Context: an optimization exercise on an open-source flow, tuned for small area, a short achievable clock period and few clock cycles per item. The choices shown serve that exercise and are no tape-out recipe. Where RTL was checked, it was by simulation tests only, not by an equivalence proof against the original.

==> trial 72 <==
## implicit_list_first_fit_allocator
module implicit_list_first_fit_allocator (
	input  wire         clk,
	input  wire         arst_n,
	input  wire         cmd_valid,
	output logic        cmd_stall,
	input  wire  [25:0] cmd,
	output logic        rsp_valid,
	input  wire         rsp_stall,
	output logic [13:0] rsp
);
clock: 5.5 ns
lec_check: 0
abc_area: 1
cap_margin: 20
core_margin: 2
core_utilization: 40
gpl_timing_driven: 0
slew_margin: 20
run.sh (not shown) runs the stock make flow with config.mk's settings and CLKGATE_MAP_FILE= SYNTH_SCRIPT=/design/flow/synth_recipe.tcl, a recipe that flattens the netlist after the stock synthesis.
==> trial 32: changes against trial 72 <==
--- a/flow/design.v
+++ b/flow/design.v
@@ -11,53 +11,65 @@
 	output logic [13:0] rsp
 );
 	localparam int U = 256;
 	localparam int G = 16;
 	logic [U-1:0] used_q;
 	logic [U-1:0] start_q;
 	logic         pa_v;
-	logic [15:0]  pa_hgt;
-	logic [15:0]  pa_heq;
-	logic [15:0]  pa_lge;
+	logic [7:0]   pa_p;
 	logic [3:0]   pa_eh;
 	logic [3:0]   pa_el;
 	logic         pa_ec;
 	logic         c_v;
 	logic         c_op;
 	logic         c_bad;
 	logic         c_big;
 	logic [7:0]   c_x;
+	logic         big1_q;
+	logic         big2_q;
+	logic [G-1:0] full_q;
+	logic [3:0]   lead_q [0:G-1];
+	logic [4:0]   trail_q [0:G-1];
 	logic         big_q;
 	logic [G-1:0] grp_ok_q;
+	logic         ph_q;
+	logic [255:0] x_q;
+	logic         r_v;
+	logic         r_op;
+	logic         r_ok;
+	logic [7:0]   r_p;
 	logic         h_v;
 	logic         s_v;
 	logic [13:0]  h_d;
 	logic [13:0]  s_d;
 	wire          in_op  = cmd[25];
 	wire  [13:0]  in_rp7 = {1'b0, cmd[24:12]} + 14'd7;
 	wire  [9:0]   in_m   = in_rp7[13:4];           
 	wire          in_bad = in_op ? (cmd[3:0] != 4'd8) : (in_m[9:8] != 2'd0);
 	wire          acc    = cmd_valid && !cmd_stall;
-	wire          hold   = c_big && !big_q;
+	wire          hold   = (c_big && !big_q) || !ph_q;
 	wire          exec   = c_v && !s_v && !hold;
-	logic [15:0]  eh_eq, eh_lt, el_le;
+	logic [15:0]  ph_eq, ph_gt, pp_ge, eh_eq, eh_lt, el_le;
 	logic [U-1:0] pmask, used_e, start_e;
 	always_comb begin
 		for (int j = 0; j < 16; j++) begin
+			ph_eq[j] = pa_v && (pa_p[7:4] == 4'(j));
+			ph_gt[j] = pa_v && (4'(j) > pa_p[7:4]);
+			pp_ge[j] = 4'(j) >= pa_p[3:0];
 			if (pa_ec) begin
 				eh_eq[j] = (j > 0) && (pa_eh == 4'(j - 1));
 				eh_lt[j] = 4'(j) <= pa_eh;
 			end else begin
 				eh_eq[j] = pa_eh == 4'(j);
 				eh_lt[j] = 4'(j) < pa_eh;
 			end
 			el_le[j] = 4'(j) <= pa_el;
 		end
 		for (int i = 0; i < U; i++)
-			pmask[i] = (pa_hgt[i/16] | (pa_heq[i/16] & pa_lge[i%16])) &
+			pmask[i] = (ph_gt[i/16] | (ph_eq[i/16] & pp_ge[i%16])) &
 			           (eh_lt[i/16] | (eh_eq[i/16] & el_le[i%16]));
 		for (int i = 0; i < U; i++) begin
 			used_e[i] = used_q[i] | pmask[i];
 			if (i == 0) start_e[i] = pmask[i] ? 1'b1 : start_q[i];
 			else        start_e[i] = pmask[i] ? !pmask[i-1] : start_q[i];
 		end
 	end
@@ -78,18 +90,21 @@
 				end
 			end
 		end
 		win = v[4] & ~pmask;
 	end
 	logic [15:0]  gu_pfx [0:G-1];   
 	logic [15:0]  gu_sfx [0:G-1];   
+	logic [15:0]  gq_sfx [0:G-1];   
 	logic [G-1:0] g_full;
 	logic [3:0]   g_lead [0:G-1];   
 	logic [4:0]   g_trail [0:G-1];  
 	logic [8:0]   nu [0:G];         
+	logic [8:0]   nu_q [1:G-1];
+	logic [9:0]   need_q [0:G-1];
 	logic [8:0]   nub [0:4];        
 	logic [9:0]   need [0:G-1];
 	logic [G-1:0] grp_ok;
 	function automatic logic [15:0] pfx16(input logic [15:0] a);
 		logic [15:0] r;
 		r = a;
 		for (int d = 1; d < 16; d = d * 2)
@@ -107,35 +122,37 @@
 		r[1] = (!t[1] & t[3]) | (!t[5] & t[7]) | (!t[9] & t[11]) | !t[13];
 		r[0] = (!t[0] & t[1]) | (!t[2] & t[3]) | (!t[4] & t[5]) | (!t[6] & t[7]) |
 		       (!t[8] & t[9]) | (!t[10] & t[11]) | (!t[12] & t[13]) | !t[14];
 		tidx16 = r;
 	endfunction
 	always_comb begin
 		for (int g = 0; g < G; g++) begin
-			gu_pfx[g]  = pfx16(used_q[16*g +: 16]);
-			gu_sfx[g]  = rev16(pfx16(rev16(used_q[16*g +: 16])));
+			gu_pfx[g]  = pfx16(used_e[16*g +: 16]);
+			gu_sfx[g]  = rev16(pfx16(rev16(used_e[16*g +: 16])));
+			gq_sfx[g]  = rev16(pfx16(rev16(used_q[16*g +: 16])));
 			g_full[g]  = !gu_pfx[g][15];
 			g_lead[g]  = tidx16(gu_pfx[g]);
 			g_trail[g] = g_full[g] ? 5'd16 : {1'b0, tidx16(rev16(gu_sfx[g]))};
 		end
 		nub[4] = 9'd256;
 		for (int b = 3; b >= 0; b--) begin
 			nub[b] = nub[b+1];
 			for (int h = 4 * b + 3; h >= 4 * b; h--)
-				if (!g_full[h]) nub[b] = {1'b0, 4'(h), g_lead[h]};
+				if (!full_q[h]) nub[b] = {1'b0, 4'(h), lead_q[h]};
 		end
 		nu[G] = 9'd256;
 		for (int h = G - 1; h >= 0; h--) begin
-			if (!g_full[h])      nu[h] = {1'b0, 4'(h), g_lead[h]};
+			if (!full_q[h])      nu[h] = {1'b0, 4'(h), lead_q[h]};
 			else if (h % 4 == 3) nu[h] = nub[h/4+1];
 			else                 nu[h] = nu[h+1];
 		end
 		for (int g = 0; g < G; g++) begin
-			need[g]   = {2'b00, c_x} + 10'(16 * (g + 1)) - {5'b0, g_trail[g]};
-			grp_ok[g] = (g_trail[g] != 5'd0) && ({1'b0, nu[g+1]} > need[g]);
+			need[g]   = {2'b00, c_x} + 10'(16 * (g + 1)) - {5'b0, trail_q[g]};
+			grp_ok[g] = (trail_q[g] != 5'd0) &&
+			            ({1'b0, (g == G - 1) ? 9'd256 : nu_q[g+1]} > need_q[g]);
 		end
 	end
 	logic [15:0]  uh_eq, uh_gt, ul_ge;
 	logic [U-1:0] u_ge, u_eq, bstart, sv;
 	logic         match;
 	always_comb begin
 		for (int j = 0; j < 16; j++) begin
@@ -155,25 +172,27 @@
 			end
 		end
 		for (int i = 0; i < U; i++) begin
 			if (i + 1 < U) sv[i] = ((!used_e[i+1] | start_e[i+1]) & u_ge[i]) |
 			                       (u_eq[i+1] & !bstart[i+1]);
 			else           sv[i] = 1'b0;
 		end
-		match  = |(u_eq & bstart);
+		match = 1'b0;
+		for (int i = 0; i < U; i++)
+			match = match | (u_eq[i] & (used_q[i] ? start_q[i] : ((i == 0) ? 1'b1 : used_q[i-1])));
 	end
 	logic [U-1:0] pe_in;
 	logic [U-1:0] ip;           
 	logic [U-1:0] po;           
 	logic [15:0]  g_any, gpi, m_gp, m_first, m_lge;
 	logic [3:0]   g_idx [0:15];
 	logic [3:0]   m_hi, m_lo;
 	logic         m_any;
 	always_comb begin
-		pe_in = c_op ? sv : win;
+		pe_in = x_q;
 		for (int g = 0; g < 16; g++) begin
 			ip[16*g +: 16] = pfx16(pe_in[16*g +: 16]);
 			g_any[g] = |pe_in[16*g +: 16];
 			g_idx[g] = tidx16(ip[16*g +: 16]);
 		end
 		gpi     = pfx16(g_any);
 		m_gp    = {gpi[14:0], 1'b0};
@@ -194,15 +213,15 @@
 	logic         pe_any;
 	always_comb begin
 		b_gpi   = pfx16(grp_ok_q);
 		b_gp    = {b_gpi[14:0], 1'b0};
 		b_first = grp_ok_q & ~b_gp;
 		for (int j = 0; j < 16; j++) begin
 			b_lge[j] = 1'b0;
-			for (int g = 0; g < 16; g++) b_lge[j] = b_lge[j] | (b_first[g] & !gu_sfx[g][j]);
+			for (int g = 0; g < 16; g++) b_lge[j] = b_lge[j] | (b_first[g] & !gq_sfx[g][j]);
 		end
 		if (big_q) begin
 			gp      = b_gp;
 			g_first = b_first;
 			pl_ge   = b_lge;
 			pe_any  = b_gpi[15];
 			pe_hi   = tidx16(b_gpi);
@@ -226,59 +245,80 @@
 	logic         do_alloc;
 	logic [13:0]  res;
 	always_comb begin
 		if (c_op) ok = !c_bad && match;
 		else      ok = !c_bad && pe_any;
 		free_en  = exec && c_op && !c_bad;
 		do_alloc = exec && !c_op && ok;
-		if (c_op)    res = ok ? 14'd0 : {2'd2, 12'd0};
-		else if (ok) res = {2'd0, pe_hi, pe_lo, 4'd8};
-		else         res = {2'd1, 12'd0};
+		if (r_op)      res = r_ok ? 14'd0 : {2'd2, 12'd0};
+		else if (r_ok) res = {2'd0, r_p, 4'd8};
+		else           res = {2'd1, 12'd0};
 	end
 	always_ff @(posedge clk or negedge arst_n) begin
 		if (!arst_n) begin
 			used_q <= '0;
 			pa_v   <= 1'b0;
 		end else begin
+			pa_v <= do_alloc;
 			for (int i = 0; i < U; i++)
 				used_q[i] <= used_e[i] & !(free_en & fmask[i]);
-			pa_v <= do_alloc;
 		end
 	end
 	always_ff @(posedge clk) begin
 		start_q <= start_e;
-		if (do_alloc) begin
-			pa_eh <= pe_hi + c_x[7:4];
-			{pa_ec, pa_el} <= {1'b0, pe_lo} + {1'b0, c_x[3:0]};
-		end
-		for (int j = 0; j < 16; j++) begin
-			pa_hgt[j] <= do_alloc & gp[j];
-			pa_heq[j] <= do_alloc & g_first[j];
-			pa_lge[j] <= pl_ge[j];
+		x_q  <= c_op ? sv : win;
+		r_op <= c_op;
+		r_ok <= ok;
+		r_p  <= {pe_hi, pe_lo};
+		pa_p <= {pe_hi, pe_lo};
+		pa_eh <= pe_hi + c_x[7:4];
+		{pa_ec, pa_el} <= {1'b0, pe_lo} + {1'b0, c_x[3:0]};
+		full_q <= g_full;
+		for (int g = 0; g < G; g++) begin
+			lead_q[g]  <= g_lead[g];
+			trail_q[g] <= g_trail[g];
 		end
-		if (hold && !pa_v) grp_ok_q <= grp_ok;
+		for (int h = 1; h < G; h++) nu_q[h] <= nu[h];
+		for (int g = 0; g < G; g++) need_q[g] <= need[g];
+		grp_ok_q <= grp_ok;
 	end
 	always_ff @(posedge clk or negedge arst_n) begin
 		if (!arst_n) begin
-			c_v   <= 1'b0;
-			big_q <= 1'b0;
+			c_v    <= 1'b0;
+			ph_q   <= 1'b0;
+			big1_q <= 1'b0;
+			big2_q <= 1'b0;
+			big_q  <= 1'b0;
+			r_v   <= 1'b0;
 			h_v   <= 1'b0;
 			s_v   <= 1'b0;
 		end else begin
 			if (acc)       c_v <= 1'b1;
 			else if (exec) c_v <= 1'b0;
-			if (exec)                   big_q <= 1'b0;
-			else if (c_v && hold && !pa_v) big_q <= 1'b1;
+			r_v <= exec;
+			if (exec) begin
+				ph_q   <= 1'b0;
+				big1_q <= 1'b0;
+				big2_q <= 1'b0;
+				big_q  <= 1'b0;
+			end else if (c_v) begin
+				ph_q <= 1'b1;
+				if (c_big) begin
+					big1_q <= 1'b1;
+					big2_q <= big1_q;
+					big_q  <= big2_q;
+				end
+			end
 			if (h_v && !rsp_stall) begin
 				if (s_v) begin
-					s_v <= exec;
+					s_v <= r_v;
 				end else begin
-					h_v <= exec;
+					h_v <= r_v;
 				end
-			end else if (exec) begin
+			end else if (r_v) begin
 				if (h_v) s_v <= 1'b1;
 				else     h_v <= 1'b1;
 			end
 		end
 	end
 	always_ff @(posedge clk) begin
 		if (acc) begin
@@ -286,19 +326,19 @@
 			c_x   <= in_op ? cmd[11:4] : in_m[7:0];
 			c_bad <= in_bad;
 			c_big <= !in_op && !in_bad && (in_m[7:4] != 4'd0);
 		end
 		if (h_v && !rsp_stall) begin
 			if (s_v) begin
 				h_d <= s_d;
-				if (exec) s_d <= res;
+				if (r_v) s_d <= res;
 			end else begin
 				h_d <= res;
 			end
-		end else if (exec) begin
+		end else if (r_v) begin
 			if (h_v) s_d <= res;
 			else     h_d <= res;
 		end
 	end
 	assign cmd_stall = c_v && (s_v || hold);
 	assign rsp_valid = h_v;
 	assign rsp       = h_d;
- CORE_UTILIZATION: 40 -> 35
- GPL_TIMING_DRIVEN: 0 -> 1
- PLACE_DENSITY: not set -> 0.45
==> trial 68: changes against trial 72 <==
==> flow/design.v (replaced) <==
`timescale 1ns / 1ps
`default_nettype none
module implicit_list_first_fit_allocator (
	input  wire         clk,
	input  wire         arst_n,
	input  wire         cmd_valid,
	output logic        cmd_stall,
	input  wire  [25:0] cmd,
	output logic        rsp_valid,
	input  wire         rsp_stall,
	output logic [13:0] rsp
);
	localparam int U = 256;
	logic [U-1:0] used_q;
	logic [U-1:0] start_q;
	logic         pa_v;
	logic [7:0]   pa_p;
	logic [7:0]   pa_m;
	logic         c_v;
	logic         c_op;
	logic         c_bad;
	logic [7:0]   c_x;
	logic         h_v;
	logic         s_v;
	logic [13:0]  h_d;
	logic [13:0]  s_d;
	wire          in_op  = cmd[25];
	wire  [13:0]  in_rp7 = {1'b0, cmd[24:12]} + 14'd7;
	wire  [9:0]   in_m   = in_rp7[13:4];           
	wire          acc    = cmd_valid && !cmd_stall;
	wire          exec   = c_v && !s_v;
	logic [7:0]   pa_e;
	logic [15:0]  ph_eq, ph_gt, pl_ge, eh_eq, eh_lt, el_le;
	logic [U-1:0] pmask, used_e, start_e;
	always_comb begin
		pa_e = pa_p + pa_m;
		for (int j = 0; j < 16; j++) begin
			ph_eq[j] = pa_p[7:4] == 4'(j);
			ph_gt[j] = 4'(j) > pa_p[7:4];
			pl_ge[j] = 4'(j) >= pa_p[3:0];
			eh_eq[j] = pa_e[7:4] == 4'(j);
			eh_lt[j] = 4'(j) < pa_e[7:4];
			el_le[j] = 4'(j) <= pa_e[3:0];
		end
		for (int i = 0; i < U; i++)
			pmask[i] = pa_v & (ph_gt[i/16] | (ph_eq[i/16] & pl_ge[i%16])) &
			           (eh_lt[i/16] | (eh_eq[i/16] & el_le[i%16]));
		for (int i = 0; i < U; i++) begin
			used_e[i] = used_q[i] | pmask[i];
			if (i == 0) start_e[i] = pmask[i] ? 1'b1 : start_q[i];
			else        start_e[i] = pmask[i] ? !pmask[i-1] : start_q[i];
		end
	end
	logic [U-1:0] f [0:8];      
	logic [U-1:0] v [0:8];      
	logic [U-1:0] win;
	always_comb begin
		f[0] = ~used_q;
		v[0] = ~used_q;
		for (int k = 0; k < 8; k++) begin
			for (int i = 0; i < U; i++) begin
				if (i + (1 << k) < U) begin
					f[k+1][i] = f[k][i] & f[k][i + (1 << k)];
					v[k+1][i] = (v[k][i] & !c_x[k]) | (f[k][i] & v[k][i + (1 << k)]);
				end else begin
					f[k+1][i] = 1'b0;
					v[k+1][i] = v[k][i] & !c_x[k];
				end
			end
		end
		win = v[8] & ~pmask;
	end
	logic [15:0]  uh_eq, uh_gt, ul_ge;
	logic [U-1:0] u_ge, u_eq, bstart, sv;
	logic         match;
	logic         u_used;
	always_comb begin
		for (int j = 0; j < 16; j++) begin
			uh_eq[j] = c_x[7:4] == 4'(j);
			uh_gt[j] = 4'(j) > c_x[7:4];
			ul_ge[j] = 4'(j) >= c_x[3:0];
		end
		for (int i = 0; i < U; i++)
			u_ge[i] = uh_gt[i/16] | (uh_eq[i/16] & ul_ge[i%16]);
		for (int i = 0; i < U; i++) begin
			if (i == 0) begin
				u_eq[i]   = u_ge[i];
				bstart[i] = used_e[i] ? start_e[i] : 1'b1;
			end else begin
				u_eq[i]   = u_ge[i] & !u_ge[i-1];
				bstart[i] = used_e[i] ? start_e[i] : used_e[i-1];
			end
			if (i + 1 < U) sv[i] = (!used_e[i+1] | start_e[i+1]) & u_ge[i];
			else           sv[i] = 1'b0;
		end
		match  = |(u_eq & bstart);
		u_used = |(u_eq & used_e);
	end
	logic [U-1:0] pe_in;
	logic [U-1:0] ip;           
	logic [U-1:0] po;           
	logic [15:0]  g_any, gp, gpi, g_first;
	logic [3:0]   g_idx [0:15];
	logic [3:0]   pe_hi, pe_lo;
	logic         pe_any;
	function automatic logic [15:0] pfx16(input logic [15:0] a);
		logic [15:0] r;
		r = a;
		for (int d = 1; d < 16; d = d * 2)
			for (int j = 15; j >= 0; j--)
				if ((j / d) % 2 == 1) r[j] = r[j] | r[(j / d) * d - 1];
		pfx16 = r;
	endfunction
	function automatic logic [3:0] tidx16(input logic [15:0] t);
		logic [3:0] r;
		r[3] = !t[7];
		r[2] = (!t[3] & t[7]) | !t[11];
		r[1] = (!t[1] & t[3]) | (!t[5] & t[7]) | (!t[9] & t[11]) | !t[13];
		r[0] = (!t[0] & t[1]) | (!t[2] & t[3]) | (!t[4] & t[5]) | (!t[6] & t[7]) |
		       (!t[8] & t[9]) | (!t[10] & t[11]) | (!t[12] & t[13]) | !t[14];
		tidx16 = r;
	endfunction
	always_comb begin
		pe_in = c_op ? sv : win;
		for (int g = 0; g < 16; g++) begin
			ip[16*g +: 16] = pfx16(pe_in[16*g +: 16]);
			g_any[g] = |pe_in[16*g +: 16];
			g_idx[g] = tidx16(ip[16*g +: 16]);
		end
		gpi = pfx16(g_any);
		gp  = {gpi[14:0], 1'b0};
		for (int i = 0; i < U; i++) po[i] = gp[i/16] | ip[i];
		g_first = g_any & ~gp;
		pe_any  = gpi[15];
		pe_hi   = tidx16(gpi);
		pe_lo   = '0;
		for (int g = 0; g < 16; g++) pe_lo = pe_lo | (g_idx[g] & {4{g_first[g]}});
	end
	logic [U-1:0] fmask;
	always_comb begin
		for (int i = 0; i < U; i++)
			fmask[i] = u_ge[i] & ((i == 0) ? 1'b1 : !po[i-1]);
	end
	logic         ok;
	logic         do_free;
	logic         do_alloc;
	logic [13:0]  res;
	always_comb begin
		if (c_op) ok = !c_bad && match;
		else      ok = !c_bad && pe_any;
		do_free  = exec && c_op && ok && u_used;
		do_alloc = exec && !c_op && ok;
		if (c_op)    res = ok ? 14'd0 : {2'd2, 12'd0};
		else if (ok) res = {2'd0, pe_hi, pe_lo, 4'd8};
		else         res = {2'd1, 12'd0};
	end
	always_ff @(posedge clk or negedge arst_n) begin
		if (!arst_n) begin
			used_q <= '0;
			pa_v   <= 1'b0;
		end else begin
			for (int i = 0; i < U; i++)
				used_q[i] <= used_e[i] & !(do_free & fmask[i]);
			pa_v <= do_alloc;
		end
	end
	always_ff @(posedge clk) begin
		start_q <= start_e;
		if (do_alloc) begin
			pa_p <= {pe_hi, pe_lo};
			pa_m <= c_x;
		end
	end
	always_ff @(posedge clk or negedge arst_n) begin
		if (!arst_n) begin
			c_v <= 1'b0;
			h_v <= 1'b0;
			s_v <= 1'b0;
		end else begin
			if (acc)       c_v <= 1'b1;
			else if (exec) c_v <= 1'b0;
			if (h_v && !rsp_stall) begin
				if (s_v) begin
					s_v <= exec;
				end else begin
					h_v <= exec;
				end
			end else if (exec) begin
				if (h_v) s_v <= 1'b1;
				else     h_v <= 1'b1;
			end
		end
	end
	always_ff @(posedge clk) begin
		if (acc) begin
			c_op  <= in_op;
			c_x   <= in_op ? cmd[11:4] : in_m[7:0];
			c_bad <= in_op ? (cmd[3:0] != 4'd8) : (in_m[9:8] != 2'd0);
		end
		if (h_v && !rsp_stall) begin
			if (s_v) begin
				h_d <= s_d;
				if (exec) s_d <= res;
			end else begin
				h_d <= res;
			end
		end else if (exec) begin
			if (h_v) s_d <= res;
			else     h_d <= res;
		end
	end
	assign cmd_stall = c_v && s_v;
	assign rsp_valid = h_v;
	assign rsp       = h_d;
endmodule
`default_nettype wire
==> summary of the runs <==
- Against trial 32, the synthesized cell count of trial 72 is higher by 3.4%.
- Trial 32 produced a layout that fails on negative setup slack. Trial 68 died in global routing (5_1_grt). Trial 72 never finished: it broke off in global routing (5_1_grt) (GRT-0116).
- Area after synthesis: trial 68 < trial 72 < trial 32.
Testbench counts of trial 32, summed over its fixed seeds: cycles 16,630, items 8,000.
No functional check of the RTL was part of trial 72 and trial 68.

static timing again, ports no longer ideal:
In the flow no input, the clock included, has a driving cell. The finished layout below was timed again as built, in two steps. Step 1 (the two cells are an assumption about what drives the block):
set clk [get_ports {clk}]
set_driving_cell -lib_cell sky130_fd_sc_hd__clkbuf_16 $clk
set_driving_cell -lib_cell sky130_fd_sc_hd__buf_2 [delete_from_list [all_inputs] $clk]
Step 2 adds t to the input delays and takes it off the output delays; t is the mean of the earliest and latest rising clock arrival at the registers after step 1. Input paths then give back, and output paths get back, about the clock's delay inside the block. Three values: ideal ports, drivers, drivers and shift; two values: the first two.
run: trial 32
shift t [ns]: 0.973
setup slack, ns: -0.006 / -0.006 / -0.006
worst data-port slew with drivers (ns): 0.05
For trial 32, drivers alone change the setup slack by 0.000 ns; drivers and shift together by 0.000 ns.
